From an optimization exercise on the open Yosys and OpenROAD flow, aimed at a short achievable clock period and few clock cycles; shortcuts taken in it are not production practice.
In this exercise RTL edits were held to simulation tests only and were not proved equivalent to the original.
Power is estimated from default activity; no workload was simulated.

===== flow/flow/run.sh =====
#!/bin/bash
# Standard synthesis and layout; only the setup repair target is raised, so
# repair_timing keeps working on the paths after they meet the clock.
set -euo pipefail
bash standard.sh synth > synth.log 2>&1
bash standard.sh SETUP_SLACK_MARGIN=6.5 finish > layout.log 2>&1

===== flow/standard.sh =====
#!/bin/bash
# synth_recipe.tcl (not shown) runs the flow's synth.tcl, then flattens the netlist and writes it again
# the make line also repeats each setting of config.mk as NAME=value (left out here)
make -C /OpenROAD-flow-scripts/flow DESIGN_CONFIG=/design/flow/config.mk WORK_HOME=/design/flow/orfs CLKGATE_MAP_FILE= SYNTH_SCRIPT=/design/flow/synth_recipe.tcl "${@:-finish}"

===== flow/config.mk =====
export PLATFORM = sky130hd
export DESIGN_NAME = avr_top
export DESIGN_NICKNAME = avr_top
export VERILOG_FILES = /design/flow/design.v
export SDC_FILE = /design/flow/constraint.sdc
export NUM_CORES = 4
export LEC_CHECK = 0
export ABC_CLOCK_PERIOD_IN_PS = 2500
export CAP_MARGIN = 30
export CORE_MARGIN = 2
export CORE_UTILIZATION = 40
export SETUP_SLACK_MARGIN = 5
export SLEW_MARGIN = 20
export SYNTH_HIERARCHICAL = 1

===== flow/constraint.sdc =====
create_clock -name core_clock -period 10.0 [get_ports {clk}]
set_input_delay 2.0000 -clock core_clock [delete_from_list [all_inputs] [get_ports {clk}]]
set_output_delay 2.0000 -clock core_clock [all_outputs]
set_load 0.01 [all_outputs]

===== flow/design.v =====
`default_nettype none
package avr_isa_pkg;
	localparam int NUM_REGS = 32;
	localparam int SREG_C = 0;
	localparam int SREG_Z = 1;
	localparam int SREG_N = 2;
	localparam int SREG_V = 3;
	localparam int SREG_S = 4;
	localparam int SREG_H = 5;
	typedef logic [15:0] opcode_t;
	typedef logic [4:0] reg_sel_t;
	typedef logic [7:0] byte_t;
	typedef logic [7:0] sreg_t;
	typedef logic [1:0] step_t;
	typedef logic signed [11:0] pc_off_t;
	typedef enum logic [3:0] {
		ALU_MOVE, ALU_MOVR, ALU_ADD, ALU_SUB, ALU_AND, ALU_OR,
		ALU_EOR, ALU_NEG, ALU_SWAP, ALU_LSR, ALU_ASR, ALU_ROR
	} alu_op_e;
	typedef enum logic [1:0] {
		PC_NEXT, PC_HOLD, PC_REL
	} pc_act_e;
	typedef struct packed {
		alu_op_e alu_op;
		reg_sel_t dest;
		logic store;
		logic use_carry;
		logic use_const;
		byte_t const_val;
		logic from_mem;
	} ex_ctrl_t;
	typedef struct packed {
		reg_sel_t sel_a;
		reg_sel_t sel_b;
		ex_ctrl_t ex;
		pc_act_e pc_act;
		pc_off_t pc_off;
		step_t next_step;
		logic mem_wen;
		logic mem_ren;
	} dec_t;
endpackage
`default_nettype wire
`default_nettype none
package avr_mem_pkg;
	typedef logic [15:0] addr_t;
	typedef struct packed {
		addr_t addr;
		logic wen;
		logic ren;
		logic [7:0] wdata;
	} dmem_req_t;
endpackage
`default_nettype wire
`default_nettype none
module avr_alu (
	input wire logic [7:0] a,
	input wire logic [7:0] b,
	input wire logic sub,
	input wire logic cy,
	input wire logic [2:0] rsel,
	input wire logic [1:0] fcls,
	input wire logic [1:0] tsel,
	input wire logic [7:0] sreg,
	output logic [7:0] res,
	output logic [7:0] sreg_n
);
	localparam logic [2:0] R_ADD = 3'd0;
	localparam logic [2:0] R_AND = 3'd1;
	localparam logic [2:0] R_OR = 3'd2;
	localparam logic [2:0] R_EOR = 3'd3;
	localparam logic [2:0] R_PASS = 3'd4;
	localparam logic [2:0] R_SWAP = 3'd5;
	localparam logic [1:0] F_ARITH = 2'd1;
	localparam logic [1:0] F_LOGIC = 2'd2;
	localparam logic [1:0] F_SHIFT = 2'd3;
	logic [7:0] bx;
	logic cin;
	logic [7:0] g;
	logic [7:0] p;
	logic [7:0] gg;
	logic [7:0] pp;
	logic [8:0] c;
	logic [7:0] sum;
	logic [7:0] lr;
	logic [7:0] sr;
	logic top;
	logic [7:0] zk;
	logic z_ar;
	logic z_lg;
	logic z_sh;
	logic v_ar;
	always_comb begin
		bx = sub ? ~b : b;
		cin = sub ^ (cy & sreg[0]);
		g = a & bx;
		p = a ^ bx;
		gg = g;
		gg[0] = g[0] | (p[0] & cin);
		pp = p;
		for (int d = 1; d < 8; d = d * 2) begin
			for (int i = 7; i >= d; i--) begin
				gg[i] = gg[i] | (pp[i] & gg[i - d]);
				pp[i] = pp[i] & pp[i - d];
			end
		end
		c = {gg, cin};
		sum = p ^ c[7:0];
		case (tsel)
		2'd1: top = a[7];
		2'd2: top = sreg[0];
		default: top = 1'b0;
		endcase
		sr = {top, a[7:1]};
		case (rsel)
		R_AND: lr = a & b;
		R_OR: lr = a | b;
		default: lr = a ^ b;
		endcase
		case (rsel)
		R_ADD: res = sum;
		R_AND, R_OR, R_EOR: res = lr;
		R_PASS: res = b;
		R_SWAP: res = {a[3:0], a[7:4]};
		default: res = sr;
		endcase
		zk = p ^ {a[6:0] | bx[6:0], cin};
		z_ar = (zk == 8'd0);
		case (rsel)
		R_AND: z_lg = ((a & b) == 8'd0);
		R_OR: z_lg = ((a | b) == 8'd0);
		default: z_lg = (a == b);
		endcase
		z_sh = (sr == 8'd0);
		v_ar = c[8] ^ c[7];
		sreg_n = sreg;
		case (fcls)
		F_ARITH: begin
			sreg_n[0] = c[8] ^ sub;
			sreg_n[1] = z_ar & (~(cy & sub) | sreg[1]);
			sreg_n[2] = sum[7];
			sreg_n[3] = v_ar;
			sreg_n[4] = p[7] ^ c[8];
			sreg_n[5] = c[4] ^ sub;
		end
		F_LOGIC: begin
			sreg_n[1] = z_lg;
			sreg_n[2] = lr[7];
			sreg_n[3] = 1'b0;
			sreg_n[4] = lr[7];
		end
		F_SHIFT: begin
			sreg_n[0] = a[0];
			sreg_n[1] = z_sh;
			sreg_n[2] = top;
			sreg_n[3] = top ^ a[0];
			sreg_n[4] = a[0];
		end
		default: ;
		endcase
		sreg_n[7:6] = 2'b00;
	end
endmodule
`default_nettype wire
`default_nettype none
module avr_target (
	input wire logic [15:0] w,
	input wire logic [15:0] fa1,
	input wire logic [15:12] frp,
	input wire logic [15:12] frm,
	input wire logic [15:7] fbp,
	input wire logic [15:7] fbm,
	output logic [15:0] target
);
	logic [12:0] lo_rj;
	logic [7:0] lo_br;
	logic [15:0] t_rj;
	logic [15:0] t_br;
	always_comb begin
		lo_rj = {1'b0, fa1[11:0]} + {1'b0, w[11:0]};
		case ({lo_rj[12], w[11]})
		2'b01: t_rj = {frm, lo_rj[11:0]};
		2'b10: t_rj = {frp, lo_rj[11:0]};
		default: t_rj = {fa1[15:12], lo_rj[11:0]};
		endcase
		lo_br = {1'b0, fa1[6:0]} + {1'b0, w[9:3]};
		case ({lo_br[7], w[9]})
		2'b01: t_br = {fbm, lo_br[6:0]};
		2'b10: t_br = {fbp, lo_br[6:0]};
		default: t_br = {fa1[15:7], lo_br[6:0]};
		endcase
		target = (w[15:12] == 4'b1100) ? t_rj : t_br;
	end
endmodule
module avr_sequencer (
	input wire logic cond,
	input wire logic tk1,
	input wire logic tk0,
	input wire logic [15:0] target,
	input wire logic [15:0] pc_c1,
	input wire logic [15:0] pc_c0,
	input wire logic fv_c1,
	input wire logic fv_c0,
	output logic [15:0] pc_d,
	output logic fv_d
);
	logic tk;
	assign tk = cond ? tk1 : tk0;
	assign pc_d = tk ? target : (cond ? pc_c1 : pc_c0);
	assign fv_d = cond ? fv_c1 : fv_c0;
endmodule
`default_nettype wire
`default_nettype none
module avr_execute (
	input wire logic [7:0] opa_q,
	input wire logic [7:0] opb_q,
	input wire logic [7:0] res_q,
	input wire logic [7:0] ld_q,
	input wire logic fa_res,
	input wire logic fa_ld,
	input wire logic fb_res,
	input wire logic fb_ld,
	input wire logic [7:0] data_read,
	input wire logic la,
	input wire logic lb,
	input wire logic sub,
	input wire logic cy,
	input wire logic [2:0] rsel,
	input wire logic [1:0] fcls,
	input wire logic [1:0] tsel,
	input wire logic [7:0] sreg_q,
	input wire logic [7:0] bsel1,
	input wire logic [7:0] bsel0,
	output logic [7:0] res,
	output logic [7:0] sreg_n,
	output logic cond
);
	logic [7:0] a1;
	logic [7:0] b1;
	logic [7:0] a2;
	logic [7:0] b2;
	logic [7:0] res1_unused;
	logic [7:0] sreg1;
	assign a1 = fa_res ? res_q : (fa_ld ? ld_q : opa_q);
	assign b1 = fb_res ? res_q : (fb_ld ? ld_q : opb_q);
	assign a2 = la ? data_read : a1;
	assign b2 = lb ? data_read : b1;
	avr_alu u_alu_c (
		.a(a1),
		.b(b1),
		.sub(sub),
		.cy(cy),
		.rsel(rsel),
		.fcls(fcls),
		.tsel(tsel),
		.sreg(sreg_q),
		.res(res1_unused),
		.sreg_n(sreg1)
	);
	avr_alu u_alu (
		.a(a2),
		.b(b2),
		.sub(sub),
		.cy(cy),
		.rsel(rsel),
		.fcls(fcls),
		.tsel(tsel),
		.sreg(sreg_q),
		.res(res),
		.sreg_n(sreg_n)
	);
	assign cond = |(bsel1 & sreg1) | |(bsel0 & ~sreg1);
endmodule
`default_nettype wire
`default_nettype none
module avr_cpu (
	input wire logic clk,
	input wire logic reset,
	input wire avr_isa_pkg::opcode_t cdata,
	input wire avr_isa_pkg::byte_t data_read,
	output avr_mem_pkg::addr_t pc,
	output avr_mem_pkg::dmem_req_t dmem
);
	localparam logic [2:0] R_ADD = 3'd0;
	localparam logic [2:0] R_AND = 3'd1;
	localparam logic [2:0] R_OR = 3'd2;
	localparam logic [2:0] R_EOR = 3'd3;
	localparam logic [2:0] R_PASS = 3'd4;
	localparam logic [2:0] R_SWAP = 3'd5;
	localparam logic [2:0] R_SHR = 3'd6;
	localparam logic [1:0] F_NONE = 2'd0;
	localparam logic [1:0] F_ARITH = 2'd1;
	localparam logic [1:0] F_LOGIC = 2'd2;
	localparam logic [1:0] F_SHIFT = 2'd3;
	localparam int BT_N = 4;
	localparam int BT_W = 2;
	function automatic logic [16:0] padd(input logic [15:0] a, input logic [15:0] b, input logic ci);
		logic [15:0] g;
		logic [15:0] p;
		logic [15:0] gg;
		logic [15:0] pp;
		logic [15:0] c;
		g = a & b;
		p = a ^ b;
		gg = g;
		gg[0] = g[0] | (p[0] & ci);
		pp = p;
		for (int d = 1; d < 16; d = d * 2) begin
			for (int i = 15; i >= d; i--) begin
				gg[i] = gg[i] | (pp[i] & gg[i - d]);
				pp[i] = pp[i] & pp[i - d];
			end
		end
		c = {gg[14:0], ci};
		padd = {gg[15], p ^ c};
	endfunction
	logic [15:0] pc_q;
	logic [15:0] fa_q;       
	logic [15:0] fa1_q;      
	logic fv_q;              
	logic pred_q;            
	logic [BT_W-1:0] pidx_q;
	logic [15:12] frp_q;
	logic [15:12] frm_q;
	logic [15:7] fbp_q;
	logic [15:7] fbm_q;
	logic [15:0] pc_inc;
	logic [16:0] padd_pc;
	logic [16:0] padd_frp;
	logic [16:0] padd_frm;
	logic [16:0] padd_fbp;
	logic [16:0] padd_fbm;
	assign padd_pc = padd(pc_q, 16'd0, 1'b1);
	assign pc_inc = padd_pc[15:0];
	assign padd_frp = padd({12'd0, pc_inc[15:12]}, 16'd0, 1'b1);
	assign padd_frm = padd({12'd0, pc_inc[15:12]}, 16'h000f, 1'b0);
	assign padd_fbp = padd({7'd0, pc_inc[15:7]}, 16'd0, 1'b1);
	assign padd_fbm = padd({7'd0, pc_inc[15:7]}, 16'h01ff, 1'b0);
	logic sec_q;             
	logic sec_st_q;
	logic [4:0] sec_reg_q;
	logic [7:0] sdat_q;      
	logic fs_res_q;
	logic fs_ld_q;
	logic [7:0] regs [32];
	logic [7:0] sreg_q;
	logic e_v_q;
	logic e_we_q;
	logic [4:0] e_dest_q;
	logic [2:0] e_rsel_q;
	logic [1:0] e_fcls_q;
	logic e_sub_q;
	logic e_cy_q;
	logic [1:0] e_top_q;     
	logic [7:0] opa_q;
	logic [7:0] opb_q;
	logic [7:0] res_q;
	logic [7:0] ld_q;
	logic fa_res_q;
	logic fa_ld_q;
	logic fb_res_q;
	logic fb_ld_q;
	logic e_la_q;
	logic e_lb_q;
	logic ld1_v_q;
	logic [4:0] ld1_reg_q;
	logic ld2_v_q;
	logic [4:0] ld2_reg_q;
	logic [15:0] da_q;
	logic dw_q;
	logic dr_q;
	logic [7:0] dd_q;
	assign pc = pc_q;
	assign dmem.addr = da_q;
	assign dmem.wen = dw_q;
	assign dmem.ren = dr_q;
	assign dmem.wdata = dd_q;
	logic [15:0] w;
	assign w = cdata;
	logic [4:0] sel_a;
	logic [4:0] sel_b;
	logic [7:0] k8;
	assign k8 = {w[11:8], w[3:0]};
	logic i_rr;       
	logic i_imm;      
	logic i_one;      
	logic i_mem;      
	logic i_rjmp;
	logic i_br;
	logic d_alu;      
	logic d_we;
	logic [2:0] d_rsel;
	logic [1:0] d_fcls;
	logic d_sub;
	logic d_cy;
	logic [1:0] d_top;
	logic d_rda;      
	logic d_rdb;      
	logic [1:0] d_bsrc;  
	logic d_azero;
	logic [7:0] d_const;
	logic [4:0] d_dest;
	always_comb begin
		i_rr = (w[15:12] == 4'b0000 && w[11:10] != 2'b00) || (w[15:12] == 4'b0001) || (w[15:12] == 4'b0010);
		i_imm = (w[15:12] == 4'b0011) || (w[15:14] == 2'b01) || (w[15:12] == 4'b1110);
		i_one = (w[15:9] == 7'b1001010) && (w[3] == 1'b0 ? w[2:0] != 3'b100 : w[2:0] == 3'b010);
		i_mem = (w[15:10] == 6'b100100) && (w[3:0] == 4'b0000);
		i_rjmp = (w[15:12] == 4'b1100) && (w[11:0] != 12'd0);
		i_br = (w[15:11] == 5'b11110) && (w[9:3] != 7'd0);
		sel_a = i_imm ? {1'b1, w[7:4]} : w[8:4];
		sel_b = {w[9], w[3:0]};
		d_dest = sel_a;
		d_alu = 1'b0;
		d_we = 1'b0;
		d_rsel = R_ADD;
		d_fcls = F_NONE;
		d_sub = 1'b0;
		d_cy = 1'b0;
		d_top = 2'd0;
		d_rda = 1'b0;
		d_rdb = 1'b0;
		d_bsrc = 2'd0;
		d_azero = 1'b0;
		d_const = k8;
		if (i_rr) begin
			d_alu = 1'b1;
			d_rda = 1'b1;
			d_rdb = 1'b1;
			d_we = 1'b1;
			case (w[13:10])
			4'b0001: begin d_fcls = F_ARITH; d_sub = 1'b1; d_cy = 1'b1; d_we = 1'b0; end  
			4'b0010: begin d_fcls = F_ARITH; d_sub = 1'b1; d_cy = 1'b1; end  
			4'b0011: begin d_fcls = F_ARITH; end  
			4'b0101: begin d_fcls = F_ARITH; d_sub = 1'b1; d_we = 1'b0; end  
			4'b0110: begin d_fcls = F_ARITH; d_sub = 1'b1; end  
			4'b0111: begin d_fcls = F_ARITH; d_cy = 1'b1; end  
			4'b1000: begin d_fcls = F_LOGIC; d_rsel = R_AND; end
			4'b1001: begin d_fcls = F_LOGIC; d_rsel = R_EOR; end
			4'b1010: begin d_fcls = F_LOGIC; d_rsel = R_OR; end
			4'b1011: begin d_rsel = R_PASS; d_rda = 1'b0; end  
			default: begin d_alu = 1'b0; d_we = 1'b0; d_rda = 1'b0; d_rdb = 1'b0; end  
			endcase
		end else if (i_imm) begin
			d_alu = 1'b1;
			d_rda = 1'b1;
			d_we = 1'b1;
			d_bsrc = 2'd1;
			case (w[15:12])
			4'h3: begin d_fcls = F_ARITH; d_sub = 1'b1; d_we = 1'b0; end  
			4'h4: begin d_fcls = F_ARITH; d_sub = 1'b1; d_cy = 1'b1; end  
			4'h5: begin d_fcls = F_ARITH; d_sub = 1'b1; end  
			4'h6: begin d_fcls = F_LOGIC; d_rsel = R_OR; end  
			4'h7: begin d_fcls = F_LOGIC; d_rsel = R_AND; end  
			default: begin d_rsel = R_PASS; d_rda = 1'b0; end  
			endcase
		end else if (i_one) begin
			d_alu = 1'b1;
			d_rda = 1'b1;
			d_we = 1'b1;
			d_bsrc = 2'd1;
			case (w[3:0])
			4'h0: begin d_fcls = F_LOGIC; d_rsel = R_EOR; d_const = 8'hff; end  
			4'h1: begin d_fcls = F_ARITH; d_sub = 1'b1; d_bsrc = 2'd2; d_azero = 1'b1; end  
			4'h2: begin d_rsel = R_SWAP; end
			4'h3: begin d_fcls = F_ARITH; d_const = 8'd1; end  
			4'h5: begin d_fcls = F_SHIFT; d_rsel = R_SHR; d_top = 2'd1; end  
			4'h6: begin d_fcls = F_SHIFT; d_rsel = R_SHR; end  
			4'h7: begin d_fcls = F_SHIFT; d_rsel = R_SHR; d_top = 2'd2; end  
			default: begin d_fcls = F_ARITH; d_sub = 1'b1; d_const = 8'd1; end  
			endcase
		end
	end
	logic def_q;
	logic [7:0] def_b1_q;
	logic [7:0] def_b0_q;
	logic def_pred_q;
	logic [BT_W-1:0] def_idx_q;
	logic [15:0] def_fa_q;
	logic [15:0] def_fa1_q;
	logic [15:0] def_tgt_q;
	logic def_cond;
	logic mis;
	assign def_cond = |(def_b1_q & sreg_q) | |(def_b0_q & ~sreg_q);
	assign mis = def_q & (def_cond != def_pred_q);
	logic d_go;
	assign d_go = fv_q & ~sec_q & ~mis;
	logic a_hi;
	logic [7:0] rf_alo;
	logic [7:0] rf_ahi;
	logic [7:0] rd_a;
	logic [7:0] rd_b;
	logic [7:0] rd_s;
	logic [7:0] ld_wd;
	logic e_wr;
	logic fra;
	logic fla;
	logic frb;
	logic flb;
	logic lma;
	logic lmb;
	assign ld_wd = data_read;
	assign e_wr = e_v_q & e_we_q;
	assign a_hi = i_imm | w[8];
	assign rf_alo = regs[{1'b0, w[7:4]}];
	assign rf_ahi = regs[{1'b1, w[7:4]}];
	always_comb begin
		rd_a = a_hi ? rf_ahi : rf_alo;
		rd_b = regs[sel_b];
		fra = e_wr & (e_dest_q == sel_a);
		fla = ld2_v_q & (ld2_reg_q == sel_a);
		frb = e_wr & (e_dest_q == sel_b);
		flb = ld2_v_q & (ld2_reg_q == sel_b);
		lma = ld1_v_q & (ld1_reg_q == sel_a);
		lmb = ld1_v_q & (ld1_reg_q == sel_b);
		if (ld2_v_q && ld2_reg_q == sec_reg_q) rd_s = ld_wd;
		else if (fs_res_q) rd_s = res_q;
		else if (fs_ld_q) rd_s = ld_q;
		else rd_s = sdat_q;
	end
	logic [7:0] res;
	logic [7:0] sreg_n;
	logic [7:0] bsel1;
	logic [7:0] bsel0;
	logic cond;
	always_comb begin
		for (int k = 0; k < 8; k++) begin
			bsel1[k] = (w[2:0] == 3'(k)) & ~w[10];
			bsel0[k] = (w[2:0] == 3'(k)) & w[10];
		end
	end
	avr_execute u_execute (
		.opa_q(opa_q),
		.opb_q(opb_q),
		.res_q(res_q),
		.ld_q(ld_q),
		.fa_res(fa_res_q),
		.fa_ld(fa_ld_q),
		.fb_res(fb_res_q),
		.fb_ld(fb_ld_q),
		.data_read(data_read),
		.la(e_la_q),
		.lb(e_lb_q),
		.sub(e_sub_q),
		.cy(e_cy_q),
		.rsel(e_rsel_q),
		.fcls(e_fcls_q),
		.tsel(e_top_q),
		.sreg_q(sreg_q),
		.bsel1(bsel1),
		.bsel0(bsel0),
		.res(res),
		.sreg_n(sreg_n),
		.cond(cond)
	);
	logic [15:0] target;
	avr_target u_target (
		.w(w),
		.fa1(fa1_q),
		.frp(frp_q),
		.frm(frm_q),
		.fbp(fbp_q),
		.fbm(fbm_q),
		.target(target)
	);
	logic [BT_N-1:0] bt_v_q;
	logic [15:0] bt_tag_q [BT_N];
	logic [15:0] bt_tgt_q [BT_N];
	logic [1:0] bt_ctr_q [BT_N];
	logic [BT_W-1:0] bt_rr_q;
	logic bt_hit;
	logic [BT_W-1:0] bt_idx;
	logic [15:0] bt_tgt;
	logic bu_br_q;
	logic bu_bad_q;
	logic bu_tk_q;
	logic bu_pred_q;
	logic [BT_W-1:0] bu_idx_q;
	logic [15:0] bu_tag_q;
	logic [15:0] bu_tgt_q;
	always_comb begin
		bt_hit = 1'b0;
		bt_idx = '0;
		bt_tgt = '0;
		for (int i = 0; i < BT_N; i++) begin
			if (bt_v_q[i] && bt_tag_q[i] == pc_q) begin
				bt_hit = 1'b1;
				bt_idx = i[BT_W-1:0];
				bt_tgt = bt_tgt_q[i];
			end
		end
	end
	logic br_w;       
	logic rj_w;       
	logic dfr;        
	logic redir_e;
	logic [15:0] nxt_n;
	logic [15:0] pc_c1;
	logic [15:0] pc_c0;
	logic fv_c1;
	logic fv_c0;
	logic tk1;
	logic tk0;
	logic taken;
	logic [15:0] pc_d;
	logic fv_d;
	always_comb begin
		br_w = d_go & i_br;
		rj_w = d_go & i_rjmp;
		dfr = br_w & (e_la_q | e_lb_q);
		redir_e = fv_q & ~mis & (rj_w != pred_q);
		nxt_n = bt_hit ? bt_tgt : pc_inc;
		if (mis) begin
			tk1 = 1'b0;
			tk0 = 1'b0;
			pc_c1 = def_cond ? def_tgt_q : def_fa1_q;
			pc_c0 = pc_c1;
			fv_c1 = 1'b0;
			fv_c0 = 1'b0;
		end else if (br_w && !dfr) begin
			tk1 = ~pred_q;
			pc_c1 = nxt_n;
			fv_c1 = pred_q;
			tk0 = 1'b0;
			pc_c0 = pred_q ? fa1_q : nxt_n;
			fv_c0 = ~pred_q;
		end else if (dfr) begin
			tk1 = 1'b0;
			tk0 = 1'b0;
			pc_c1 = nxt_n;
			pc_c0 = nxt_n;
			fv_c1 = 1'b1;
			fv_c0 = 1'b1;
		end else begin
			tk1 = redir_e & rj_w;
			tk0 = tk1;
			pc_c1 = redir_e ? fa1_q : nxt_n;
			pc_c0 = pc_c1;
			fv_c1 = ~redir_e;
			fv_c0 = fv_c1;
		end
		taken = rj_w | (br_w & cond);
	end
	avr_sequencer u_nextpc (
		.cond(cond),
		.tk1(tk1),
		.tk0(tk0),
		.target(target),
		.pc_c1(pc_c1),
		.pc_c0(pc_c0),
		.fv_c1(fv_c1),
		.fv_c0(fv_c0),
		.pc_d(pc_d),
		.fv_d(fv_d)
	);
	always_ff @(posedge clk) begin
		fa_q <= pc_q;
		fa1_q <= pc_inc;
		frp_q <= padd_frp[3:0];
		frm_q <= padd_frm[3:0];
		fbp_q <= padd_fbp[8:0];
		fbm_q <= padd_fbm[8:0];
		res_q <= res;
		ld_q <= ld_wd;
		pidx_q <= bt_idx;
		bu_tag_q <= def_q ? def_fa_q : fa_q;
		bu_tgt_q <= def_q ? def_tgt_q : target;
		bu_tk_q <= def_q ? def_cond : taken;
		bu_pred_q <= def_q ? def_pred_q : pred_q;
		bu_idx_q <= def_q ? def_idx_q : pidx_q;
		def_b1_q <= bsel1;
		def_b0_q <= bsel0;
		def_pred_q <= pred_q;
		def_idx_q <= pidx_q;
		def_fa_q <= fa_q;
		def_fa1_q <= fa1_q;
		def_tgt_q <= target;
		if (reset) begin
			pc_q <= '0;
			fv_q <= 1'b0;
			pred_q <= 1'b0;
			sec_q <= 1'b0;
			def_q <= 1'b0;
			e_v_q <= 1'b0;
			e_fcls_q <= F_NONE;
			e_la_q <= 1'b0;
			e_lb_q <= 1'b0;
			ld1_v_q <= 1'b0;
			ld2_v_q <= 1'b0;
			dw_q <= 1'b0;
			dr_q <= 1'b0;
			sreg_q <= '0;
			bt_v_q <= '0;
			bt_rr_q <= '0;
			bu_br_q <= 1'b0;
			bu_bad_q <= 1'b0;
		end else begin
			sreg_q <= sreg_n;
			ld2_v_q <= ld1_v_q;
			ld2_reg_q <= ld1_reg_q;
			ld1_v_q <= 1'b0;
			dw_q <= 1'b0;
			dr_q <= 1'b0;
			pc_q <= pc_d;
			fv_q <= fv_d;
			pred_q <= bt_hit;
			def_q <= dfr;
			bu_br_q <= def_q | (d_go & (i_br | i_rjmp) & ~dfr);
			bu_bad_q <= ~def_q & fv_q & pred_q & ~mis & ~(d_go & (i_br | i_rjmp));
			if (bu_br_q) begin
				if (bu_tk_q) begin
					if (bu_pred_q) begin
						if (bt_ctr_q[bu_idx_q] != 2'd3) bt_ctr_q[bu_idx_q] <= bt_ctr_q[bu_idx_q] + 2'd1;
					end else begin
						bt_v_q[bt_rr_q] <= 1'b1;
						bt_tag_q[bt_rr_q] <= bu_tag_q;
						bt_tgt_q[bt_rr_q] <= bu_tgt_q;
						bt_ctr_q[bt_rr_q] <= 2'd3;
						bt_rr_q <= bt_rr_q + 1'b1;
					end
				end else if (bu_pred_q) begin
					if (bt_ctr_q[bu_idx_q] == 2'd2) bt_v_q[bu_idx_q] <= 1'b0;
					else bt_ctr_q[bu_idx_q] <= bt_ctr_q[bu_idx_q] - 2'd1;
				end
			end else if (bu_bad_q) begin
				bt_v_q[bu_idx_q] <= 1'b0;
			end
			sec_q <= 1'b0;
			if (fv_q && sec_q) begin
				da_q <= w;
				if (sec_st_q) begin
					dw_q <= 1'b1;
					dd_q <= rd_s;
				end else begin
					dr_q <= 1'b1;
					ld1_v_q <= 1'b1;
					ld1_reg_q <= sec_reg_q;
				end
			end
			if (d_go && i_mem) begin
				sec_q <= 1'b1;
				sec_st_q <= w[9];
				sec_reg_q <= w[8:4];
				sdat_q <= rd_a;
				fs_res_q <= fra;
				fs_ld_q <= ~fra & fla;
			end
			e_v_q <= d_go & d_alu;
			e_fcls_q <= (d_go & d_alu) ? d_fcls : F_NONE;
			e_la_q <= d_go & d_alu & d_rda & ~d_azero & lma;
			e_lb_q <= d_go & d_alu & (((d_bsrc == 2'd0) & d_rdb & lmb) | ((d_bsrc == 2'd2) & lma));
		end
		e_we_q <= d_we;
		e_dest_q <= d_dest;
		e_rsel_q <= d_rsel;
		e_sub_q <= d_sub;
		e_cy_q <= d_cy;
		e_top_q <= d_top;
		opa_q <= d_azero ? 8'd0 : rd_a;
		fa_res_q <= ~d_azero & fra;
		fa_ld_q <= ~d_azero & ~fra & fla;
		case (d_bsrc)
		2'd0: begin
			opb_q <= rd_b;
			fb_res_q <= frb;
			fb_ld_q <= ~frb & flb;
		end
		2'd1: begin
			opb_q <= d_const;
			fb_res_q <= 1'b0;
			fb_ld_q <= 1'b0;
		end
		default: begin
			opb_q <= rd_a;
			fb_res_q <= fra;
			fb_ld_q <= ~fra & fla;
		end
		endcase
	end
	always_ff @(posedge clk) begin
		for (int i = 0; i < 32; i++) begin
			if (reset) begin
				regs[i] <= '0;
			end else if (e_wr && e_dest_q == 5'(i)) begin
				regs[i] <= res;
			end else if (ld2_v_q && ld2_reg_q == 5'(i)) begin
				regs[i] <= ld_wd;
			end
		end
	end
endmodule
`default_nettype wire
`default_nettype none
module avr_top (
	input wire logic clk,
	input wire logic reset,
	input wire logic [15:0] cdata,
	input wire logic [7:0] data_read,
	output logic [15:0] pc,
	output logic [15:0] dmem_addr,
	output logic dmem_wen,
	output logic dmem_ren,
	output logic [7:0] dmem_wdata
);
	avr_mem_pkg::dmem_req_t dmem;
	avr_cpu u_cpu (
		.clk(clk),
		.reset(reset),
		.cdata(cdata),
		.data_read(data_read),
		.pc(pc),
		.dmem(dmem)
	);
	assign dmem_addr = dmem.addr;
	assign dmem_wen = dmem.wen;
	assign dmem_ren = dmem.ren;
	assign dmem_wdata = dmem.wdata;
endmodule
`default_nettype wire

==> results of run 1 <==
-- sequential cells by signal, indices dropped and copies added, names as in the netlist, 9 cells and up --
| register | flops |
|---|---|
| u_cpu.fa_q | 16 |
| u_cpu.def_fa1_q | 16 |
| u_cpu.pc_q | 16 |
| u_cpu.fa1_q | 16 |
| u_cpu.regs | 256 |
| u_cpu.bu_tag_q | 16 |
| u_cpu.def_fa_q | 16 |
| u_cpu.def_tgt_q | 16 |
| u_cpu.bu_tgt_q | 16 |
| u_cpu.bt_tgt_q | 64 |
| u_cpu.fbm_q | 9 |
| u_cpu.da_q | 16 |
| u_cpu.bt_tag_q | 64 |
-- layer usage --
metal  up-vias  GRT usage
met2      2526      0.481
met5         -          0
met1     17800      0.504
met4        14      0.146
met3       567      0.135
li1      15200          -
-- repair_timing --
| item | in CTS | in global routing |
|---|---|---|
| gates resized for setup | 629 | 512 |
| setup endpoints to repair | 521 | 343 |
| pin swaps | 141 | 186 |
| endpoints found under the hold margin | 0 | 0 |
| gates cloned | 40 | 12 |
| setup buffers | 190 | 90 |
-- power by group --
| group | internal, mW | total, mW | switching, mW |
|---|---|---|---|
| registers | 3.03 | 3.14 | 0.108 |
| logic | 0.933 | 2.24 | 1.31 |
| clock network | 1.71 | 2.99 | 1.28 |
-- final cells by class --
cell class | count | area [µm²]
fill | 8035 | 41400
multi-input combinational | 2797 | 24000
sequential | 696 | 15900
timing repair buffer | 495 | 6000
clock buffer | 107 | 2220
tap | 1243 | 1560
inverter | 116 | 450
clock inverter | 34 | 418
antenna | 2 | 5.00
-- worst paths after layout --
| kind | end | slack, ns |
|---|---|---|
| setup / recovery | u_cpu.bu_tgt_q[13] | 5.67 |
| hold / removal | u_cpu.def_fa_q[3] | 0.35 |
| setup reg to reg | u_cpu.pc_q[5] | 5.95 |
| hold reg to reg | u_cpu.def_fa_q[3] | 0.35 |
-- through the flow --
step,hold WS (ns),cells
final,0.345,5490
after global routing,0.351,5488
after CTS,0.347,5379
after detailed placement,0.333,5008
after global placement,0.331,4993
after floorplan,0.327,3919
==> impl_metrics.yaml, run 1 <==
run_status:
  status: "no timing/DRC/antenna violations"
cells_and_area:
  nets: 4318
  drive_gt1_frac: 0.317
  final_common_cell: "dfxtp_1"
  syn2layout_area_growth_pct: 35.8
  utilization: 0.550
  fin_area_um2: 50500
  final_cell_mix: "491 x dfxtp_1, 290 x mux2i_1, 246 x buf_4"
global_routing:
  antenna_found_initial: 11
  first_global_vias: 32200
  grt_pass1_wl_mm: 244
  grt_max_degree: 81
  overflow: 0
  grtUsageTotal: 0.356
synthesis:
  ys_warn_count: 10
  avgSynthCellArea_um2: 9.50
  synthCells: 3917
  synth_area_um2: 37200
floorplanning:
  dieArea_um2: 95500
  die_w_um: 309
  num_rows: 111
  fp.coreArea_um2: 91900
  ios: 68
  fp.dieH_um: 309
  initial_core_util: 0.405
place:
  place.gp.congestion: 1.05
  io_buffers: 67
  dpl_cell_area_um2: 39600
  dpl.hpwl_mm: 107
  pre_cts_ws_ns: 4.19
clocking:
  clock_path_buffers: 3
  cts.htree.levels: 3
  cts_root_buffer: "clkbuf_16"
  clk_latency_ns: 0.69
  numCtsBuffers: 78
  numClockSinks: 696
  cts_tree: "yes"
  cts_hold_buf: 0
  clk_pin_slew_worst_paths_ns: 0.06
critical_path:
  crit_start: "cdata[0]"
  endpoint_kind: "flip-flop"
  path_buf_inv: 3
  r2r_cells: 19
  worst-setup-path-type: "input port to flip-flop"
  worst-path-stages: 15
  worstPathRequired_ns: 10.56
  cp_max_fo: 4
  critical_path.top_delay_family: "compound AO/OA/AOI/OAI gates"
  crit_path_start_kind: "input port"
  cpPeakStageDelay_ns: 0.34
  worst_ep_arrival_time_ns: 4.89
  crit_chain: "buf_12, buf_12, ha_4, fa_2, a21o_2, a21o_1, a21oi_2, o21ai_2, a21o_1, ha_4, or2b_4, a221oi_4, nor3_4, buf_4, mux2_4"
  r2r-start: "u_cpu.fa_res_q"
  slowest_stage: "fa_2"
min_path:
  hp-class: "flip-flop to flip-flop"
  hold_path_startpoint: "u_cpu.fa_q[3]"
  whs_path_depth: 0
drt:
  totalWireLength_mm: 180
  drt_iter0_drc: 5137
  viasPerCell: 6.58
  dr.max_layer_used: "met5"
  wl_met2_mm: 70.3
  drtAntennaViolNets: 0
  route.layer.met1.wl_mm: 74.1
  routedWlPerCell_um: 32.8
  route.detailed.drc: 0
  drt_first_pass_iters: 7
  dr_total_vias: 36100
  met3_length_mm: 26.0
timing:
  fin_ws_ns: 5.67
  finalCriticalPeriod_ns: 4.33
  finalHoldViolations: 0
  setup_tns_ns: 0
  worstMarginPinSlew_ns: 1.25
  setup_viol: 0
  finalClockSkew_ns: 0.0497
  timing.final.max_slew_violations: 0
  max_slew_margin: 0.168
  fmax_ghz: 0.231
  min_period_over_period: 0.433
  rsz0062_at_grt: "yes"
power_and_ir_drop:
  total_power_mw: 8.38
  p_per_area_nw_per_um2: 166
  p_leak_nw: 17.9
  vdd_drop_max_uv: 148
run:
  drv_cap: 0
Testbench counts, summed over its fixed seeds: cycles 141,275.
==> run 2, diff against run 1 <==
--- a/flow/design.v
+++ b/flow/design.v
@@ -172,3 +172,4 @@
 	input wire logic [15:7] fbm,
-	output logic [15:0] target
+	output logic [15:0] target,
+	output logic [15:0] t_rj
 );
@@ -176,3 +177,2 @@
 	logic [7:0] lo_br;
-	logic [15:0] t_rj;
 	logic [15:0] t_br;
@@ -191,3 +191,3 @@
 		endcase
-		target = (w[15:12] == 4'b1100) ? t_rj : t_br;
+		target = t_br;
 	end
@@ -234,2 +234,3 @@
 	output logic [7:0] res,
+	output logic [7:0] res1,
 	output logic [7:0] sreg_n,
@@ -241,3 +242,2 @@
 	logic [7:0] b2;
-	logic [7:0] res1_unused;
 	logic [7:0] sreg1;
@@ -256,3 +256,3 @@
 		.sreg(sreg_q),
-		.res(res1_unused),
+		.res(res1),
 		.sreg_n(sreg1)
@@ -506,4 +506,6 @@
 	always_comb begin
-		rd_a = a_hi ? rf_ahi : rf_alo;
-		rd_b = regs[sel_b];
+		if (wl_q && wl_dest_q == sel_a) rd_a = res_q;
+		else rd_a = a_hi ? rf_ahi : rf_alo;
+		if (wl_q && wl_dest_q == sel_b) rd_b = res_q;
+		else rd_b = regs[sel_b];
 		fra = e_wr & (e_dest_q == sel_a);
@@ -520,3 +522,8 @@
 	logic [7:0] res;
+	logic [7:0] res1;
 	logic [7:0] sreg_n;
+	logic e_late;
+	logic wl_q;
+	logic [4:0] wl_dest_q;
+	assign e_late = e_la_q | e_lb_q;
 	logic [7:0] bsel1;
@@ -551,2 +558,3 @@
 		.res(res),
+		.res1(res1),
 		.sreg_n(sreg_n),
@@ -554,3 +562,6 @@
 	);
-	logic [15:0] target;
+	logic [15:0] target;     
+	logic [15:0] t_rj;       
+	logic [15:0] rj_tgt_q;
+	logic rj_pend_q;
 	avr_target u_target (
@@ -562,3 +573,4 @@
 		.fbm(fbm_q),
-		.target(target)
+		.target(target),
+		.t_rj(t_rj)
 	);
@@ -579,2 +591,3 @@
 	logic [15:0] bu_tgt_q;
+	logic bu_rj_q;
 	always_comb begin
@@ -611,3 +624,10 @@
 		nxt_n = bt_hit ? bt_tgt : pc_inc;
-		if (mis) begin
+		if (rj_pend_q) begin
+			tk1 = 1'b0;
+			tk0 = 1'b0;
+			pc_c1 = rj_tgt_q;
+			pc_c0 = rj_tgt_q;
+			fv_c1 = 1'b0;
+			fv_c0 = 1'b0;
+		end else if (mis) begin
 			tk1 = 1'b0;
@@ -633,4 +653,4 @@
 		end else begin
-			tk1 = redir_e & rj_w;
-			tk0 = tk1;
+			tk1 = 1'b0;
+			tk0 = 1'b0;
 			pc_c1 = redir_e ? fa1_q : nxt_n;
@@ -662,2 +682,5 @@
 		res_q <= res;
+		wl_dest_q <= e_dest_q;
+		rj_tgt_q <= t_rj;
+		bu_rj_q <= i_rjmp & ~def_q;
 		ld_q <= ld_wd;
@@ -680,2 +703,3 @@
 			pred_q <= 1'b0;
+			rj_pend_q <= 1'b0;
 			sec_q <= 1'b0;
@@ -695,3 +719,5 @@
 			bu_bad_q <= 1'b0;
+			wl_q <= 1'b0;
 		end else begin
+			wl_q <= e_wr & e_late;
 			sreg_q <= sreg_n;
@@ -706,2 +732,3 @@
 			def_q <= dfr;
+			rj_pend_q <= redir_e & rj_w;
 			bu_br_q <= def_q | (d_go & (i_br | i_rjmp) & ~dfr);
@@ -715,3 +742,3 @@
 						bt_tag_q[bt_rr_q] <= bu_tag_q;
-						bt_tgt_q[bt_rr_q] <= bu_tgt_q;
+						bt_tgt_q[bt_rr_q] <= bu_rj_q ? rj_tgt_q : bu_tgt_q;
 						bt_ctr_q[bt_rr_q] <= 2'd3;
@@ -782,4 +809,6 @@
 				regs[i] <= '0;
-			end else if (e_wr && e_dest_q == 5'(i)) begin
-				regs[i] <= res;
+			end else if (e_wr && !e_late && e_dest_q == 5'(i)) begin
+				regs[i] <= res1;
+			end else if (wl_q && wl_dest_q == 5'(i)) begin
+				regs[i] <= res_q;
 			end else if (ld2_v_q && ld2_reg_q == 5'(i)) begin
==> run 2 against run 1 <==
  * Final cell count increased by 19%
  * Clock power is 11% higher
  * Register-to-register slack worse by 0.09 ns
  * Wire length increased by 45%
  * Highest routed layer unchanged
  * Worst setup slack improved by 0.19 ns
  * Largest cell class unchanged
  * Fmax grew 4.6%
  * Via count up 26%
  * First-iteration DRC count grew 47%
==> impl_metrics.yaml, run 2 <==
critical_path:
  cp_max_fo: 7
  crit_path_start_kind: "flip-flop"
  worstPathRequired_ns: 10.56
  endpoint_kind: "flip-flop"
  worst-setup-path-type: "flip-flop to flip-flop"
  worst_ep_arrival_time_ns: 4.70
floorplanning:
  die_w_um: 329
  fp.coreArea_um2: 105000
  dieArea_um2: 108000
  fp.dieH_um: 329
  initial_core_util: 0.403
  ios: 68
  num_rows: 119
power_and_ir_drop:
  seq_power_share: 0.344
  p_sw_frac: 0.360
  p_leak_nw: 21.4
  p_comb_frac: 0.324
  p_int_mw: 6.42
  p_switching_mw: 3.61
  p_per_area_nw_per_um2: 178
  vdd_drop_max_uv: 248
  total_power_mw: 10.0
  clkPwrFrac: 0.332
timing:
  setup_tns_ns: 0
  timing.final.max_slew_violations: 0
  fmax_ghz: 0.242
  rsz0062_at_grt: "yes"
  worstMarginPinSlew_ns: 1.30
  hold-worst-slack_ns: 0.345
  finalClockSkew_ns: 0.0331
  finalCriticalPeriod_ns: 4.14
  min_period_over_period: 0.414
  max_slew_margin: 0.124
  setup_viol: 0
  finalHoldViolations: 0
synthesis:
  avgSynthCellArea_um2: 8.88
  synth.top_cell.area_share: 0.253
  synth_edf_count: 186
  ys_warn_count: 10
  synthTopCellsByCount: "557 x nor2_1, 534 x dfxtp_1, 406 x nand2_1"
  ys_seq_area_frac: 0.385
  synth_area_um2: 42300
  synthMostInstantiatedCell: "nor2_1"
  synthCells: 4767
  synth.area.top_cells: "dfxtp_1 25%, edfxtp_1 13%, mux2i_1 5.1%"
  netlist-cell-type-count: 110
  yosysTopAreaCell: "dfxtp_1"
  yosys_register_bits: 720
  ys.flop_type: "dfxtp_1"
  synthArstFlopShare: 0
drt:
  dr_total_vias: 45600
  totalWireLength_mm: 261
  viasPerCell: 6.97
  route.detailed.drc: 0
  drtAntennaViolNets: 0
  drt_iter0_drc: 7560
  drt_first_pass_iters: 9
  routedWlPerCell_um: 39.9
cells_and_area:
  reg_top3: "u_cpu.regs: 256 flops, u_cpu.bt_tag_q: 64 flops, u_cpu.bt_tgt_q: 64 flops"
  final_common_cell: "nor2_1"
  largest-register: "u_cpu.regs"
  multi_input_area_um2: 27700
  syn2layout_area_growth_pct: 33.3
  largest_reg_flops: 256
  drive_gt1_frac: 0.287
  nets: 5190
  fin_area_um2: 56400
  seq_area_um2: 16400
  final_cell_mix: "509 x nor2_1, 504 x dfxtp_1, 386 x nand2_1"
  utilization: 0.536
  fillers: 9445
place:
  dpl_cell_area_um2: 44800
  io_buffers: 67
  place.gp.congestion: 1.10
  dpl.hpwl_mm: 161
clocking:
  numCtsBuffers: 83
  clk_pin_slew_worst_paths_ns: 0.06
  cts.htree.levels: 3
  cts_root_buffer: "clkbuf_16"
  cts_tree: "yes"
  numClockSinks: 720
  clock_path_buffers: 3
  clk_latency_ns: 0.71
global_routing:
  grt_max_degree: 93
  first_global_vias: 40500
  grt_pass1_wl_mm: 341
  overflow: 0
  grtUsageTotal: 0.452
  antenna_found_initial: 24
min_path:
  hp-class: "flip-flop to flip-flop"
run_status:
  status: "no timing/DRC/antenna violations"
run:
  drv_cap: 0
## run 2: changes by cell type in the layout (fill, tap and decap cells not counted), sizes merged, moves of 61 or more
| cell | before | now |
|---|---|---|
| buf | 430 | 491 |
| a221oi | 42 | 237 |
| mux2i | 293 | 214 |
| nand2 | 220 | 406 |
| a211oi | 228 | 42 |
| nor2 | 412 | 569 |
| a21oi | 103 | 249 |
## run 2: per-stage QoR
step                      worst slack (ns)  instances
after floorplan                       5.72       4769
after global placement                4.03       5980
after detailed placement              3.95       5988
after CTS                             5.92       6413
after global routing                  5.76       6517
final                                 5.86       6544
## run 2: Yosys stat by module, one instance, submodules excluded, excerpt
| module | flip-flops and latches | area [µm²] |
|---|---|---|
| avr_cpu | 720 | 36500 |
| avr_alu | 0 | 1680 |
| avr_target | 0 | 1160 |
| avr_execute | 0 | 704 |
| avr_sequencer | 0 | 569 |
## run 2: cells by family after synthesis
group	share of synthesized area
xor+xnor	0.0426
other cells	0.000266
simple gates	0.185
flops	0.385
fa+ha+maj	0.0330
compound gates	0.219
buf+inv	0.0528
mux	0.0826
## run 2: worst paths after layout
check	from	endpoint	slack, ns	cells past startpoint
worst max-delay path	u_cpu.fb_ld_q	u_cpu.fv_q	5.86	19
worst min register to register	u_cpu.fa_q[4]	u_cpu.def_fa_q[4]	0.34	0
worst max register to register	u_cpu.fb_ld_q	u_cpu.fv_q	5.86	19
worst min-delay path	u_cpu.fa_q[4]	u_cpu.def_fa_q[4]	0.34	0
## run 2: timing repair
action,in CTS,in global routing
setup endpoints to repair,418,341
gates cloned,43,13
setup buffers,228,76
hold buffers,0,0
pin swaps,120,129
gates resized for setup,656,318
hold endpoints to repair,0,0
## run 2: power groups by stage
stage	Clock, mW	Combinational, mW	Sequential (mW)
CTS	3.34	2.61	3.44
floorplan	0	1.19	3.40
global placement	0	1.87	3.50
global route	3.46	3.25	3.46
finish	3.33	3.25	3.45
detailed placement	0	1.88	3.51
## run 2: final cells by class
class                   instances  share of cell area
diodes                         28             0.00124
clock inverters                30             0.00823
multi-input cells            3526               0.491
repair buffers                577               0.124
flip-flops and latches        720               0.290
inverters                     148             0.00998
well taps                    1391              0.0309
clock buffers                 124              0.0450
## run 2: worst max-delay path, stage by stage, from the launching register on
cell      delay (ns)
dfxtp_4         0.37
buf_4           0.18
nor2b_2         0.12
a211oi_2        0.06
a21oi_4         0.26
xor2_1          0.25
inv_1           0.07
ha_1            0.40
and3_1          0.23
a221oi_4        0.31
o21ai_2         0.11
xnor2_1         0.14
o211ai_1        0.20
o21a_1          0.19
o22ai_2         0.11
nor3_4          0.28
nand3_4         0.13
buf_12          0.19
mux2_2          0.27
nor2b_1         0.12
## run 2: routing by layer
layer / track usage / wire length, µm / up-vias
met5: 0.00957 / 119 / -
li1: - / - / 18300
met1: 0.615 / 103000 / 22500
met2: 0.602 / 99700 / 3854
met3: 0.195 / 41400 / 893
met4: 0.223 / 16800 / 8
Testbench counts of run 2, summed over its fixed seeds: cycles 142,365.
==> run 3, diff against run 2 <==
--- a/flow/design.v
+++ b/flow/design.v
@@ -58,2 +58,3 @@
 	input wire logic [7:0] b,
+	input wire logic [7:0] bx,
 	input wire logic sub,
@@ -76,3 +77,2 @@
 	localparam logic [1:0] F_SHIFT = 2'd3;
-	logic [7:0] bx;
 	logic cin;
@@ -93,3 +93,2 @@
 	always_comb begin
-		bx = sub ? ~b : b;
 		cin = sub ^ (cy & sreg[0]);
@@ -195,3 +194,6 @@
 module avr_sequencer (
-	input wire logic cond,
+	input wire logic [7:0] sreg_c,
+	input wire logic [7:0] bsel1,
+	input wire logic [7:0] bsel0,
+	output logic cond,
 	input wire logic tk1,
@@ -207,2 +209,3 @@
 	logic tk;
+	assign cond = |(bsel1 & sreg_c) | |(bsel0 & ~sreg_c);
 	assign tk = cond ? tk1 : tk0;
@@ -216,8 +219,8 @@
 	input wire logic [7:0] opb_q,
+	input wire logic [7:0] opbn_q,
 	input wire logic [7:0] res_q,
-	input wire logic [7:0] ld_q,
+	input wire logic [7:0] res_qn,
 	input wire logic fa_res,
-	input wire logic fa_ld,
 	input wire logic fb_res,
-	input wire logic fb_ld,
+	input wire logic [3:0] bxs,
 	input wire logic [7:0] data_read,
@@ -231,4 +234,2 @@
 	input wire logic [7:0] sreg_q,
-	input wire logic [7:0] bsel1,
-	input wire logic [7:0] bsel0,
 	output logic [7:0] res,
@@ -236,3 +237,3 @@
 	output logic [7:0] sreg_n,
-	output logic cond
+	output logic [7:0] sreg_c
 );
@@ -240,9 +241,13 @@
 	logic [7:0] b1;
+	logic [7:0] bx1;
 	logic [7:0] a2;
 	logic [7:0] b2;
-	logic [7:0] sreg1;
-	assign a1 = fa_res ? res_q : (fa_ld ? ld_q : opa_q);
-	assign b1 = fb_res ? res_q : (fb_ld ? ld_q : opb_q);
+	logic [7:0] bx2;
+	assign a1 = fa_res ? res_q : opa_q;
+	assign b1 = fb_res ? res_q : opb_q;
+	assign bx1 = ({8{bxs[0]}} & res_q) | ({8{bxs[1]}} & res_qn)
+		| ({8{bxs[2]}} & opb_q) | ({8{bxs[3]}} & opbn_q);
 	assign a2 = la ? data_read : a1;
 	assign b2 = lb ? data_read : b1;
+	assign bx2 = lb ? (sub ? ~data_read : data_read) : bx1;
 	avr_alu u_alu_c (
@@ -250,2 +255,3 @@
 		.b(b1),
+		.bx(bx1),
 		.sub(sub),
@@ -257,3 +263,3 @@
 		.res(res1),
-		.sreg_n(sreg1)
+		.sreg_n(sreg_c)
 	);
@@ -262,2 +268,3 @@
 		.b(b2),
+		.bx(bx2),
 		.sub(sub),
@@ -271,3 +278,2 @@
 	);
-	assign cond = |(bsel1 & sreg1) | |(bsel0 & ~sreg1);
 endmodule
@@ -280,3 +286,3 @@
 	input wire avr_isa_pkg::byte_t data_read,
-	output avr_mem_pkg::addr_t pc,
+	output avr_mem_pkg::addr_t pc_next,
 	output avr_mem_pkg::dmem_req_t dmem
@@ -343,3 +349,2 @@
 	logic fs_res_q;
-	logic fs_ld_q;
 	logic [7:0] regs [32];
@@ -356,8 +361,8 @@
 	logic [7:0] opb_q;
+	logic [7:0] opbn_q;      
+	logic [7:0] res_qn;      
+	logic [3:0] bxs_q;       
 	logic [7:0] res_q;
-	logic [7:0] ld_q;
 	logic fa_res_q;
-	logic fa_ld_q;
 	logic fb_res_q;
-	logic fb_ld_q;
 	logic e_la_q;
@@ -372,3 +377,2 @@
 	logic [7:0] dd_q;
-	assign pc = pc_q;
 	assign dmem.addr = da_q;
@@ -506,10 +510,12 @@
 	always_comb begin
+		fla = ld2_v_q & (ld2_reg_q == sel_a);
+		flb = ld2_v_q & (ld2_reg_q == sel_b);
 		if (wl_q && wl_dest_q == sel_a) rd_a = res_q;
+		else if (fla) rd_a = ld_wd;
 		else rd_a = a_hi ? rf_ahi : rf_alo;
 		if (wl_q && wl_dest_q == sel_b) rd_b = res_q;
+		else if (flb) rd_b = ld_wd;
 		else rd_b = regs[sel_b];
 		fra = e_wr & (e_dest_q == sel_a);
-		fla = ld2_v_q & (ld2_reg_q == sel_a);
 		frb = e_wr & (e_dest_q == sel_b);
-		flb = ld2_v_q & (ld2_reg_q == sel_b);
 		lma = ld1_v_q & (ld1_reg_q == sel_a);
@@ -518,5 +524,14 @@
 		else if (fs_res_q) rd_s = res_q;
-		else if (fs_ld_q) rd_s = ld_q;
 		else rd_s = sdat_q;
 	end
+	logic bx_res;
+	logic bx_op;
+	always_comb begin
+		case (d_bsrc)
+		2'd0: bx_res = frb;
+		2'd1: bx_res = 1'b0;
+		default: bx_res = fra;
+		endcase
+		bx_op = ~bx_res;
+	end
 	logic [7:0] res;
@@ -531,2 +546,3 @@
 	logic cond;
+	logic [7:0] sreg_c;
 	always_comb begin
@@ -540,8 +556,8 @@
 		.opb_q(opb_q),
+		.opbn_q(opbn_q),
 		.res_q(res_q),
-		.ld_q(ld_q),
+		.res_qn(res_qn),
+		.bxs(bxs_q),
 		.fa_res(fa_res_q),
-		.fa_ld(fa_ld_q),
 		.fb_res(fb_res_q),
-		.fb_ld(fb_ld_q),
 		.data_read(data_read),
@@ -555,4 +571,2 @@
 		.sreg_q(sreg_q),
-		.bsel1(bsel1),
-		.bsel0(bsel0),
 		.res(res),
@@ -560,3 +574,3 @@
 		.sreg_n(sreg_n),
-		.cond(cond)
+		.sreg_c(sreg_c)
 	);
@@ -663,2 +677,5 @@
 	avr_sequencer u_nextpc (
+		.sreg_c(sreg_c),
+		.bsel1(bsel1),
+		.bsel0(bsel0),
 		.cond(cond),
@@ -674,2 +691,3 @@
 	);
+	assign pc_next = reset ? 16'd0 : pc_d;
 	always_ff @(posedge clk) begin
@@ -682,2 +700,3 @@
 		res_q <= res;
+		res_qn <= ~res;
 		wl_dest_q <= e_dest_q;
@@ -685,3 +704,2 @@
 		bu_rj_q <= i_rjmp & ~def_q;
-		ld_q <= ld_wd;
 		pidx_q <= bt_idx;
@@ -771,3 +789,2 @@
 				fs_res_q <= fra;
-				fs_ld_q <= ~fra & fla;
 			end
@@ -786,3 +803,3 @@
 		fa_res_q <= ~d_azero & fra;
-		fa_ld_q <= ~d_azero & ~fra & fla;
+		bxs_q <= d_sub ? {bx_op, 1'b0, bx_res, 1'b0} : {1'b0, bx_op, 1'b0, bx_res};
 		case (d_bsrc)
@@ -790,4 +807,4 @@
 			opb_q <= rd_b;
+			opbn_q <= ~rd_b;
 			fb_res_q <= frb;
-			fb_ld_q <= ~frb & flb;
 		end
@@ -795,4 +812,4 @@
 			opb_q <= d_const;
+			opbn_q <= ~d_const;
 			fb_res_q <= 1'b0;
-			fb_ld_q <= 1'b0;
 		end
@@ -800,4 +817,4 @@
 			opb_q <= rd_a;
+			opbn_q <= ~rd_a;
 			fb_res_q <= fra;
-			fb_ld_q <= ~fra & fla;
 		end
@@ -833,2 +850,3 @@
 	avr_mem_pkg::dmem_req_t dmem;
+	avr_mem_pkg::addr_t pc_next;
 	avr_cpu u_cpu (
@@ -838,5 +856,8 @@
 		.data_read(data_read),
-		.pc(pc),
+		.pc_next(pc_next),
 		.dmem(dmem)
 	);
+	always_ff @(posedge clk) begin
+		pc <= pc_next;
+	end
 	assign dmem_addr = dmem.addr;
==> run 3 against run 2 <==
  * Still clean
  * Critical path depth decreased by 1
  * Synthesized area increased by 4.0%
  * Synthesized cell count increased by 4.7%
  * Worst setup slack got worse by 0.044 ns
  * Clock-buffer cell count decreased by 11
  * Sequential share of layout area increased by 0.84 points
  * Critical path type unchanged
  * Largest power group unchanged
==> impl_metrics.yaml, run 3 <==
cells_and_area:
  multi_input_area_um2: 27800
  fillers: 9911
  nets: 5290
  seq_area_um2: 16800
  reg_top3: "u_cpu.regs: 256 flops, u_cpu.bt_tag_q: 64 flops, u_cpu.bt_tgt_q: 64 flops"
  largest-register: "u_cpu.regs"
  syn2layout_area_growth_pct: 27.9
  largest_reg_flops: 256
  final_common_cell: "dfxtp_1"
  final_cell_mix: "538 x dfxtp_1, 501 x nor2_1, 412 x nand2_1"
  drive_gt1_frac: 0.253
  fin_area_um2: 56300
timing:
  finalCriticalPeriod_ns: 4.18
  min_period_over_period: 0.418
  timing.final.max_slew_violations: 0
  fmax_ghz: 0.239
  worstMarginPinSlew_ns: 1.15
  finalHoldViolations: 0
  rsz0062_at_grt: "yes"
  max_slew_margin: 0.231
  setup_tns_ns: 0
  setup_viol: 0
  finalClockSkew_ns: 0.0506
critical_path:
  worstPathRequired_ns: 10.66
  cp_max_fo: 38
  endpoint_kind: "flip-flop"
  crit_path_start_kind: "flip-flop"
  worst_ep_arrival_time_ns: 4.84
  worst-setup-path-type: "flip-flop to flip-flop"
floorplanning:
  ios: 68
  num_rows: 121
  initial_core_util: 0.404
  fp.dieH_um: 336
  fp.coreArea_um2: 109000
  die_w_um: 336
  dieArea_um2: 113000
synthesis:
  synthTopCellsByCount: "560 x dfxtp_1, 525 x nor2_1, 434 x nand2_1"
  synthArstFlopShare: 0
  avgSynthCellArea_um2: 8.82
  ys_warn_count: 11
  synth_edf_count: 185
  synth.area.top_cells: "dfxtp_1 25%, edfxtp_1 13%, a221oi_1 5.7%"
  yosys_register_bits: 745
  ys_seq_area_frac: 0.381
  synthMostInstantiatedCell: "dfxtp_1"
  yosysTopAreaCell: "dfxtp_1"
  synthCells: 4989
  ys.flop_type: "dfxtp_1"
  synth_area_um2: 44000
  netlist-cell-type-count: 116
  synth.top_cell.area_share: 0.255
clocking:
  clk_pin_slew_worst_paths_ns: 0.06
  cts_tree: "yes"
  clock_path_buffers: 3
  cts_hold_buf: 0
  numClockSinks: 745
  cts.htree.levels: 3
  cts_root_buffer: "clkbuf_16"
  clk_latency_ns: 0.73
  numCtsBuffers: 86
run_status:
  status: "no timing/DRC/antenna violations"
place:
  dpl.hpwl_mm: 147
  dpl_cell_area_um2: 46300
  place.gp.congestion: 1.09
  io_buffers: 67
global_routing:
  grt_max_degree: 129
  overflow: 0
  grtUsageTotal: 0.404
  grt_pass1_wl_mm: 325
  first_global_vias: 41800
  antenna_found_initial: 27
drt:
  totalWireLength_mm: 237
  drt_iter0_drc: 7645
  drt_first_pass_iters: 12
  viasPerCell: 6.94
  dr_total_vias: 46200
  route.detailed.drc: 0
  drtAntennaViolNets: 0
  routedWlPerCell_um: 35.6
run:
  drv_cap: 0
power_and_ir_drop:
  p_leak_nw: 20.5
  vdd_drop_max_uv: 155
  total_power_mw: 9.54
  p_per_area_nw_per_um2: 169
min_path:
  hp-class: "flip-flop to flip-flop"
run 3: cell types whose count changed after synthesis, moves of 24 or more:
cell      previous run  this run
o211ai_1            26        50
mux2i_1            214       171
a221oi_1           235       288
clkbuf_1           236       285
buf_2               81       105
nand3_1            106       199
a22oi_1            205       158
dfxtp_1            534       560
nand2_1            406       434
nor2_1             557       525
run 3: cell families after synthesis:
kind of cell / Yosys count / synth area share
muxes: 302 / 0.0749
DFF: 745 / 0.381
AOI/OAI and AO/OA: 1307 / 0.223
xor gates and xnor gates: 187 / 0.0372
and+or+nand+nor: 1737 / 0.195
other: 3 / 0.000256
buffers and inverters: 600 / 0.0567
adders and majority gates: 108 / 0.0317
run 3: worst paths after layout:
| check | cells after the start | slack [ns] | end | start |
|---|---|---|---|---|
| max | 18 | 5.82 | pc[5] | u_cpu.res_q[2] |
| min | 0 | 0.35 | u_cpu.def_fa_q[15] | u_cpu.fa_q[15] |
| max reg2reg | 18 | 5.82 | pc[5] | u_cpu.res_q[2] |
| min reg2reg | 0 | 0.35 | u_cpu.def_fa_q[15] | u_cpu.fa_q[15] |
run 3: Yosys stat by module, one instance, submodules excluded:
module         flops+latches  cell area [µm²]  copies in the design
avr_execute                0              793                     1
avr_top                   16              320                     1
avr_cpu                  729            37700                     1
avr_alu                    0             1610                     2
avr_target                 0             1160                     1
avr_sequencer              0              821                     1
run 3: what timing repair did:
item,in CTS,in global routing
cloned,40,5
gates resized for setup,675,176
pin swaps,159,95
buffers inserted,209,67
endpoints found under the setup margin,524,426
run 3: routing by layer:
| layer | vias to the layer above | GRT usage | share of wire |
|---|---|---|---|
| met5 | - | 0.0200 | 0.0013 |
| met4 | 18 | 0.232 | 0.075 |
| met3 | 1014 | 0.168 | 0.14 |
| met2 | 3724 | 0.549 | 0.39 |
| met1 | 22500 | 0.532 | 0.39 |
| li1 | 18900 | - | - |
run 3: worst max-delay path, cell delays in order, from the launching register on:
cell and delay (ns):
dfxtp_2 0.34, buf_12 0.29, mux2_4 0.32, inv_1 0.08, ha_1 0.38, and2b_2 0.25
o2111ai_4 0.22, a21oi_4 0.12, o21ai_1 0.12, or3b_4 0.40, a31oi_4 0.19, mux2i_1 0.20
nand4_1 0.22, buf_4 0.22, buf_8 0.14, buf_16 0.15, a211o_1 0.26, nand2_1 0.06
nor2b_4 0.13
run 3: through the flow:
step	util	instances	hold WS [ns]	setup slack, ns
floorplan	-	4995	0.326	5.54
global route	0.516	6646	0.353	5.70
detailed placement	0.425	6153	0.335	3.84
global placement	0.424	6140	0.331	3.85
finish	0.516	6661	0.345	5.82
CTS	0.502	6561	0.349	5.91
run 3: final cells by class:
type | instances | area share
Clock inverter | 46 | 0.0112
Inverter | 143 | 0.00998
Timing Repair Buffer | 526 | 0.112
Antenna cell | 20 | 0.000889
Tap cell | 1414 | 0.0314
Multi-Input combinational cell | 3654 | 0.493
Clock buffer | 113 | 0.0428
Sequential cell | 745 | 0.299
run 3: where the power goes:
| group | internal [mW] | switching (mW) |
|---|---|---|
| sequential | 3.34 | 0.194 |
| clock | 1.96 | 1.43 |
| combinational | 0.905 | 1.71 |
| total | 6.20 | 3.34 |
Testbench counts of run 3, summed over its fixed seeds: cycles 142,365.
==> run 4, diff against run 3 <==
--- a/flow/design.v
+++ b/flow/design.v
@@ -638,3 +638,10 @@
 		nxt_n = bt_hit ? bt_tgt : pc_inc;
-		if (rj_pend_q) begin
+		if (reset) begin
+			tk1 = 1'b0;
+			tk0 = 1'b0;
+			pc_c1 = 16'd0;
+			pc_c0 = 16'd0;
+			fv_c1 = 1'b0;
+			fv_c0 = 1'b0;
+		end else if (rj_pend_q) begin
 			tk1 = 1'b0;
@@ -691,3 +698,3 @@
 	);
-	assign pc_next = reset ? 16'd0 : pc_d;
+	assign pc_next = pc_d;
 	always_ff @(posedge clk) begin
@@ -699,2 +706,4 @@
 		fbm_q <= padd_fbm[8:0];
+		pc_q <= pc_d;
+		fv_q <= fv_d;
 		res_q <= res;
@@ -718,4 +727,2 @@
 		if (reset) begin
-			pc_q <= '0;
-			fv_q <= 1'b0;
 			pred_q <= 1'b0;
@@ -746,4 +753,2 @@
 			dr_q <= 1'b0;
-			pc_q <= pc_d;
-			fv_q <= fv_d;
 			pred_q <= bt_hit;
==> run 4 against run 3 <==
  * Sequential cell count unchanged
  * Largest cell class unchanged
  * Clock skew rose by 0.021 ns
  * Final area increased by 2.0%
  * Utilization increased by 0.45 points
  * Critical path type is now input port to flip-flop
  * Still clean
  * Hold slack is essentially flat
  * Via count up 2.6%
  * Critical endpoint is now u_cpu.opbn_q[4]
  * Sequential share of layout area shrank 0.56 points
  * Largest power group unchanged
==> impl_metrics.yaml, run 4 <==
run_status:
  status: "no timing/DRC/antenna violations"
place:
  io_buffers: 67
  dpl_cell_area_um2: 46900
  place.gp.congestion: 1.10
  dpl.hpwl_mm: 159
  post-place-cells: 6322
  pre_cts_ws_ns: 4.24
cells_and_area:
  largest_reg_flops: 256
  nets: 5393
  reg_top3: "u_cpu.regs: 256 flops, u_cpu.bt_tag_q: 64 flops, u_cpu.bt_tgt_q: 64 flops"
  seq_area_um2: 16800
  final_cell_mix: "535 x dfxtp_1, 396 x nor2_1, 367 x nand2_1"
  final_common_cell: "dfxtp_1"
  fin_area_um2: 57400
  fillers: 10200
  drive_gt1_frac: 0.261
  largest-register: "u_cpu.regs"
  multi_input_area_um2: 28600
synthesis:
  muxShareOfSynthArea: 0.0772
  avgSynthCellArea_um2: 8.73
  ys_seq_area_frac: 0.379
  netlist-cell-type-count: 112
  synthMostInstantiatedCell: "dfxtp_1"
  ys_warn_count: 11
  yosysTopAreaCell: "dfxtp_1"
  synthSimpleGateAreaFrac: 0.200
  synth.area.top_cells: "dfxtp_1 25%, edfxtp_1 13%, mux2i_1 3.9%"
  synthAdderAreaFrac: 0.0315
  synthXorXnorAreaFrac: 0.0380
  synth_top_family_by_area: "compound AO/OA/AOI/OAI gates"
  synthTopCellsByCount: "560 x dfxtp_1, 427 x nor2_1, 399 x nand2_1"
  yosys_register_bits: 745
  synth_edf_count: 185
global_routing:
  grtUsageTotal: 0.436
  grt_pass1_wl_mm: 347
  first_global_vias: 42700
  overflow: 0
  grt_max_degree: 86
floorplanning:
  dieArea_um2: 113000
  num_rows: 122
power_and_ir_drop:
  p_comb_frac: 0.302
  vdd_drop_max_uv: 154
  seq_power_share: 0.377
  p_per_area_nw_per_um2: 179
  p_sw_frac: 0.365
  clkPwrFrac: 0.321
  p_leak_nw: 20.6
timing:
  worstMarginPinSlew_ns: 1.18
  min_period_over_period: 0.407
  fin_ws_ns: 5.93
  hold-worst-slack_ns: 0.345
  rsz0062_at_grt: "yes"
  finalCriticalPeriod_ns: 4.07
  setup_viol: 0
  setup_tns_ns: 0
drt:
  viasPerCell: 6.94
  dr_total_vias: 47400
  routedWlPerCell_um: 38.0
  drtAntennaViolNets: 0
  totalWireLength_mm: 260
critical_path:
  worstPathRequired_ns: 10.63
  endpoint: "u_cpu.opbn_q[4]"
  crit_start: "cdata[2]"
  timing.rr.end: "u_cpu.fv_q"
clocking:
  numCtsBuffers: 84
  cts_root_buffer: "clkbuf_16"
  clk_pin_slew_worst_paths_ns: 0.06
  cts_tree: "yes"
  cts.htree.levels: 3
min_path:
  hp-class: "flip-flop to flip-flop"
run:
  drv_cap: 0
## run 4: cell count changes in the layout (fill, tap and decap cells not counted), moves of 19 or more
cell	delta
nor2_1	-105
nand2_1	-45
a21oi_1	+86
nand3_1	+85
nand3_2	+19
or3_1	+22
a21o_1	+36
a221oi_1	-118
or2_2	+25
a22oi_1	+47
## run 4: layout make-up
class / count / share of cell area
multi-input combinational: 3777 / 0.498
sequential: 745 / 0.293
timing repair buffer: 522 / 0.116
clock buffer: 115 / 0.0415
tap: 1488 / 0.0324
clock inverter: 43 / 0.00957
inverter: 129 / 0.00887
antenna: 11 / 0.000480
## run 4: worst min path at each step
| stage | end | start | cells past startpoint |
|---|---|---|---|
| 5_1_grt | u_cpu.def_fa_q[9] | u_cpu.fa_q[9] | 0 |
| 3_3_place_gp | u_cpu.def_fa_q[0] | u_cpu.fa_q[0] | 0 |
| 3_5_place_dp | u_cpu.def_fa_q[7] | u_cpu.fa_q[7] | 0 |
| 4_1_cts | u_cpu.def_fa_q[2] | u_cpu.fa_q[2] | 0 |
| 6_report | u_cpu.def_fa_q[4] | u_cpu.fa_q[4] | 0 |
| 2_1_floorplan | u_cpu.fa_q[10] | u_cpu.pc_q[10] | 0 |
## run 4: cells by family after synthesis
logic type,after synthesis
compound gates,1386
xor+xnor,192
fa+ha+maj,108
buf+inv,556
flops,745
mux,310
other cells,3
simple gates,1768
## run 4: timing repair
action,in CTS,in global routing
buffers inserted,207,74
pin swaps,141,138
hold buffers,0,0
endpoints found under the setup margin,497,415
gates cloned,41,12
resized for setup,631,251
## run 4: power by group through the flow
stage | registers [mW] | clock network [mW] | logic (mW)
after floorplan | 3.69 | 0 | 1.53
after global placement | 3.95 | 0 | 2.20
after detailed placement | 3.96 | 0 | 2.21
after CTS | 3.85 | 3.31 | 2.71
after global routing | 3.88 | 3.42 | 3.15
final | 3.86 | 3.29 | 3.10
## run 4: per-layer routing
metal | vias to the layer above | part of all wire | track usage
li1 | 19300 | - | -
met1 | 23100 | 0.39 | 0.583
met2 | 3899 | 0.38 | 0.579
met3 | 1064 | 0.15 | 0.179
met4 | 12 | 0.077 | 0.261
met5 | - | 0.00087 | 0
## run 4: per-stage QoR
stage | power, mW | util
finish | 10.2 | 0.521
global route | 10.5 | 0.521
CTS | 9.86 | 0.502
detailed placement | 6.17 | 0.425
global placement | 6.16 | 0.425
floorplan | 5.22 | -
## run 4: modules after synthesis (local to each module, per instance)
module | cells inside | flip-flops and latches
avr_sequencer | 136 | 0
avr_target | 170 | 0
avr_alu | 237 | 0
avr_execute | 82 | 0
avr_top | 16 | 16
avr_cpu | 4190 | 729
## run 4: worst max-delay path: stages
cell and delay, ns:
buf_12 0.11, buf_16 0.13, buf_12 0.13, buf_6 0.11, buf_8 0.12, nand2_8 0.06
nor3_4 0.06, buf_6 0.13, a32o_2 0.23, a2111oi_4 0.69, nand4_1 0.41, a21oi_2 0.33
o22a_1 0.18
Testbench counts of run 4, summed over its fixed seeds: cycles 142,365.

Re-timed with assumed drivers on the ports (clkbuf_16 on the clock, buf_2 on other inputs), run 4 has 5.905 ns of setup slack against 5.925 ns with ideal ports, and 5.149 ns once port delays also move by the mid clock arrival of 0.756 ns.
